What follows belongs to an exercise in optimizing a design on an open flow for small area; a production flow would make more cautious choices.
In this exercise RTL edits were held to simulation tests only and were not proved equivalent to the original.
No activity file was given, so power comes from the tool's default toggle rates.

==> design/flow/design.v <==
package dmem_pkg;
   typedef enum logic {
      CLEAR = 1'b0,
      RUN   = 1'b1
   } dmem_state_e;
   localparam int DMEM_DW = 16;
   localparam int DMEM_AW = 8;
endpackage
module dmem_array #(
   parameter int DW    = 8,
   parameter int AW    = 8,
   parameter int DEPTH = 256
) (
   input  logic          clk,
   input  logic          rst_n,
   input  logic          we_i,
   input  logic [AW-1:0] waddr_i,
   input  logic [DW-1:0] wdata_i,
   input  logic          re_i,
   input  logic          rzero_i,
   input  logic [AW-1:0] raddr_i,
   output logic [DW-1:0] rdata_o
);
   logic [DW-1:0] mem [0:DEPTH-1];
   logic [DW-1:0] rdata_q;
   always_ff @(posedge clk) begin
      if (we_i) begin
         mem[waddr_i] <= wdata_i;
      end
   end
   always_ff @(posedge clk or negedge rst_n) begin
      if (!rst_n) begin
         rdata_q <= '0;
      end else if (re_i) begin
         rdata_q <= rzero_i ? '0 : mem[raddr_i];
      end
   end
   assign rdata_o = rdata_q;
endmodule
module dmem_sync #(
   parameter int DW    = dmem_pkg::DMEM_DW,
   parameter int AW    = dmem_pkg::DMEM_AW,
   parameter int DEPTH = 200
) (
   input  logic          clk,
   input  logic          rst_n,
   input  logic          req_valid,
   output logic          req_ready,
   input  logic          req_we,
   input  logic [AW-1:0] req_addr,
   input  logic [DW-1:0] req_wdata,
   output logic          rsp_valid,
   output logic [DW-1:0] rsp_rdata,
   output logic          rsp_err,
   output logic          init_done
);
   localparam logic [AW:0] DEPTH_W = (AW + 1)'(DEPTH);
   dmem_pkg::dmem_state_e   state_q, state_d;
   logic          accept;
   logic          in_range;
   logic          rsp_valid_q, rsp_valid_d;
   logic          rsp_err_q, rsp_err_d;
   logic          mem_we;
   logic [AW-1:0] mem_waddr;
   logic [DW-1:0] mem_wdata;
   assign req_ready = (state_q == dmem_pkg::RUN);
   assign init_done = (state_q == dmem_pkg::RUN);
   assign accept    = req_valid && req_ready;
   assign in_range  = ({1'b0, req_addr} < DEPTH_W);
   logic [AW-1:0] clr_ptr_q, clr_ptr_d;
   logic          clr_last;
   assign clr_last = ({1'b0, clr_ptr_q} == (DEPTH_W - 1'b1));
   always_comb begin
      state_d   = state_q;
      mem_we    = accept && req_we && in_range;
      mem_waddr = req_addr;
      mem_wdata = req_wdata;
      clr_ptr_d = clr_ptr_q;
      case (state_q)
         dmem_pkg::CLEAR: begin
            mem_we    = 1'b1;
            mem_waddr = clr_ptr_q;
            mem_wdata = '0;
            clr_ptr_d = clr_ptr_q + 1'b1;
            if (clr_last) begin
               state_d = dmem_pkg::RUN;
            end
         end
         dmem_pkg::RUN: begin
            state_d = dmem_pkg::RUN;
         end
         default: begin
            state_d = dmem_pkg::CLEAR;
         end
      endcase
   end
   assign rsp_valid_d = accept && !req_we;
   assign rsp_err_d   = accept && !in_range;
   always_ff @(posedge clk or negedge rst_n) begin
      if (!rst_n) begin
         state_q     <= dmem_pkg::CLEAR;
         rsp_valid_q <= 1'b0;
         rsp_err_q   <= 1'b0;
      end else begin
         state_q     <= state_d;
         rsp_valid_q <= rsp_valid_d;
         rsp_err_q   <= rsp_err_d;
      end
   end
   always_ff @(posedge clk or negedge rst_n) begin
      if (!rst_n) begin
         clr_ptr_q <= '0;
      end else begin
         clr_ptr_q <= clr_ptr_d;
      end
   end
   dmem_array #(
      .DW    (DW),
      .AW    (AW),
      .DEPTH (DEPTH)
   ) u_array (
      .clk     (clk),
      .rst_n   (rst_n),
      .we_i    (mem_we),
      .waddr_i (mem_waddr),
      .wdata_i (mem_wdata),
      .re_i    (rsp_valid_d),
      .rzero_i (!in_range),
      .raddr_i (req_addr),
      .rdata_o (rsp_rdata)
   );
   assign rsp_valid = rsp_valid_q;
   assign rsp_err   = rsp_err_q;
endmodule
==> design/flow/run.sh <==
#!/bin/bash
# synth_recipe.tcl (not shown) runs the flow's synth.tcl, then flattens the netlist and writes it again
# the make line also repeats each setting of config.mk as NAME=value (left out here)
make -C /OpenROAD-flow-scripts/flow DESIGN_CONFIG=/design/flow/config.mk WORK_HOME=/design/flow/orfs CLKGATE_MAP_FILE= SYNTH_SCRIPT=/design/flow/synth_recipe.tcl finish
==> design/flow/config.mk <==
export PLATFORM = sky130hd
export DESIGN_NAME = dmem_sync
export DESIGN_NICKNAME = dmem_sync
export VERILOG_FILES = /design/flow/design.v
export SDC_FILE = /design/flow/constraint.sdc
export NUM_CORES = 4
export LEC_CHECK = 0
export CAP_MARGIN = 20
export CORE_MARGIN = 2
export CORE_UTILIZATION = 40
export SLEW_MARGIN = 20
==> design/flow/constraint.sdc <==
create_clock -name core_clock -period 6.0 [get_ports {clk}]
set_input_delay 1.2000 -clock core_clock [delete_from_list [all_inputs] [get_ports {clk}]]
set_output_delay 1.2000 -clock core_clock [all_outputs]
set_load 0.01 [all_outputs]
==> run notes <==
## metrics by stage
step	cell area, um2	hold slack [ns]	util, %	power [uW]	instances
after floorplan	124000	0.492	-	25700	5699
after global placement	132000	0.542	42.8	26300	9978
after detailed placement	132000	0.541	42.8	26300	9978
after CTS	142000	0.401	46.1	45700	10600
after global routing	143000	0.428	46.1	46600	10600
final	143000	0.422	46.1	45500	10600
## state kept, by name, indices dropped and copies added, names as in the netlist
register,count
u_array.rdata_q,16
u_array.mem,3200
rsp_valid_q,1
rsp_err_q,1
clr_ptr_q,8
state_q,1
## worst paths after layout
path,start,to,slack [ns],cells past startpoint
worst min-delay path,rst_n,rsp_err_q$_DFF_PN0_,0.42,1
worst max-delay path,req_addr[0],u_array.rdata_q[5]$_DFFE_PN0P_,1.23,9
worst max register to register,state_q$_DFF_PN0_,u_array.mem[56][7]$_DFFE_PP_,1.57,6
min in group core_clock,clr_ptr_q[2]$_DFFE_PN0N_,clr_ptr_q[2]$_DFFE_PN0N_,0.56,1
worst min register to register,clr_ptr_q[2]$_DFFE_PN0N_,clr_ptr_q[2]$_DFFE_PN0N_,0.56,1
max in group asynchronous,rst_n,state_q$_DFF_PN0_,4.91,1
## final cells by class
class	instances	area [um2]	area share [%]
sequential	3227	96800	67.9
multi-input combinational	2116	25800	18.1
clock inverter	179	1460	1.02
antenna	11	27.5	0.0193
tap	4120	5150	3.62
clock buffer	413	8730	6.12
timing repair buffer	512	4650	3.26
inverter	7	33.8	0.0237
## logic make-up (layout without fill, tap and decap cells)
group | Yosys count | after routing | share of synthesized area [%]
compound gates | 579 | 579 | 3.32
mux | 964 | 964 | 15.1
xor+xnor | 7 | 7 | 0.0493
simple gates | 565 | 565 | 2.03
fa+ha+maj | 1 | 1 | 0.0101
other cells | 0 | 11 | 0
flops | 3227 | 3227 | 77.9
buf+inv | 356 | 1111 | 1.61
## per-layer routing
metal | track usage (%) | vias to the layer above | routed length (um)
li1 | - | 25100 | -
met1 | 32.1 | 34600 | 144000
met2 | 34.7 | 3679 | 167000
met3 | 5.03 | 637 | 37300
met4 | 8.31 | 10 | 15100
met5 | 0 | - | 70
## cell usage after synthesis (all sizes together) (15+ instances only)
master,instances
o221ai,16
and3,17
a221o,17
edfxtp,3200
nor4,15
nand2,134
o31ai,17
dfrtp,27
mux4,728
o21ai,74
a22oi,129
a221oi,74
a22o,28
clkbuf,158
and2,25
mux2,23
buf,191
nor3,45
o22ai,34
a21oi,99
nand3,37
a211oi,21
nor2,239
mux2i,213
## power by group through the flow
stage               Sequential (uW)  Clock, uW  Combinational (uW)
CTS                           24400      19900                1420
global placement              24900          0                1420
finish                        24400      19700                1430
floorplan                     24900          0                 816
detailed placement            24900          0                1420
global route                  24400      20800                1470
## worst reg2reg max path, cell delays in order (launching register included)
cell and delay, ns:
dfrtp_2 1.07, inv_1 0.51, o31ai_1 0.75, nand2_1 0.67
buf_4 0.46, nor2_2 0.31, buf_4 0.33
==> flow_summary.ini <==
[global_route]
antenna_found_initial = 18
grt_overflow_total = 0
grt_first_pass_wirelength_um = 505000
grt_pass1_vias = 62400
grtUsageTotal_pct = 22.7
grt_max_degree = 201

[sta]
finalHoldViolations = 0
min_period_over_period_pct = 79.5
worst_pin_slew_ns = 1.26
final-setup-viol-count = 0
setup_tns_ns = 0
maxSlewHeadroom_pct = 16.2
fin_worst_skew_ns = 0.0625
timing.final.ws_setup_ns = 1.23
min_period_ns = 4.77
rsz0062_at_grt = no
max_freq_mhz = 210
slew_viol_final = 0

[critical_path]
arrival_ns = 5.47
cp.required_ns = 6.70
worstSetupPathType = input pin to register
path_max_fanout = 83
crit_top_cell = nand2_1
crit_path_max_incr_delay_ns = 0.96
end_kind = register
worstPathCellList = buf_16, buf_4, mux4_2, nand2_1, nand2_1, a221oi_1, o21ai_0, nor3_1, o31ai_1
cp-start-kind = input pin
cpLargestDelayFamily = simple AND/OR/NAND/NOR gates
cpMaxStageDelayCell = nor3_1
crit_buf_inv = 2

[die]
die_height_um = 561
dieArea_um2 = 315000
chipWidth_um = 561
core_area_um2 = 309000
rows = 204
start_util_pct = 40.2
io_pins = 48

[synth]
synth_area_um2 = 124000
syn_area_per_cell_um2 = 21.8
netlist.area_leader.share_pct = 77.3
synth.top_cells.by_area = edfxtp_1, mux4_2, mux2i_1, a22oi_1, nor2_1
yosys_register_bits = 3227
synth_top_cell_by_area = edfxtp_1
yosysSeqAreaShare_pct = 77.9
synth_cell_type_count = 72
synthFlopType = edfxtp_1
synth_nets = 5728
synth-edff-count = 3200
async_reset_ff_share_pct = 0.837
synth.yosys.warnings = 2
syn_inst = 5699

[clock_network]
cts_resized = 0
cts_buffer_depth = 4
cts_hold_buf = 0
cts_num_sinks = 3227
root_buffer = clkbuf_16
cts_max_level = 5
postCtsSetupRepairBufs = 0
cts_tree = built
clk_pin_slew_ns = 0.06
worstSkewPairLatency_ns = 0.88
cts_buffers = 330

[routing]
final_antenna_net_count = 0
drt_iter0_markers = 10100
vias = 64100
drc = 0
post_drt_wl_per_cell_um = 34.3
totalWireLength_um = 363000
vias_per_cell = 6.05
drt_first_pass_iters = 8

[power_and_ir_drop]
cellInternalPower_uw = 36000
leakage_uw = 0.0384
pwr-share-comb_pct = 3.1
p_seq_share_pct = 53.6
irDropWorstVdd_uv = 246
sw_frac_of_total_pct = 21.0
power_density_nw_per_um2 = 319
p_clk_share_pct = 43.3
p_sw_uw = 9540

[placed_design]
gp_congestion = 0.888
place_ws_ns = 0.431
io_buffers = 47
dpl.hpwl_um = 222000

[final_layout]
nets = 6223
drive_above_1_share_pct = 27.2
layout_common_cells = edfxtp_1, mux4_2, buf_4, clkbuf_16, mux2i_1
final_common_cell = edfxtp_1
area_growth_pct = 14.7
nFillCells = 25400

[run]
maxCapViolCount = 0

[outcome]
status = finished clean

[hold_path]
hold_class = input pin to asynchronous set/reset pin

## afterwards: timing with drivers on the ports
How much do the figures lean on ideal ports? The routed layout below was timed once more, with nothing changed but the port constraints. Step 1 (the two cells are an assumption about what drives the block):
set clk [get_ports {clk}]
set_driving_cell -lib_cell sky130_fd_sc_hd__clkbuf_16 $clk
set_driving_cell -lib_cell sky130_fd_sc_hd__buf_2 [delete_from_list [all_inputs] $clk]
Step 2, shift: input delay + t, output delay - t, t = (earliest + latest rising clock arrival at the registers) / 2. This alone moves slack from input paths to output paths. Three values: no drivers, after step 1, after step 2; two values: the first two.
t, ns: 0.951
slack for setup (ns): 1.229 / 1.234 / 0.283
worst data-port slew with drivers (ns): 0.08
cell pins on the clock port's net: 1
After both steps this run still meets setup and hold. For this run, drivers alone change the setup slack by +0.005 ns; drivers and shift together by -0.946 ns.
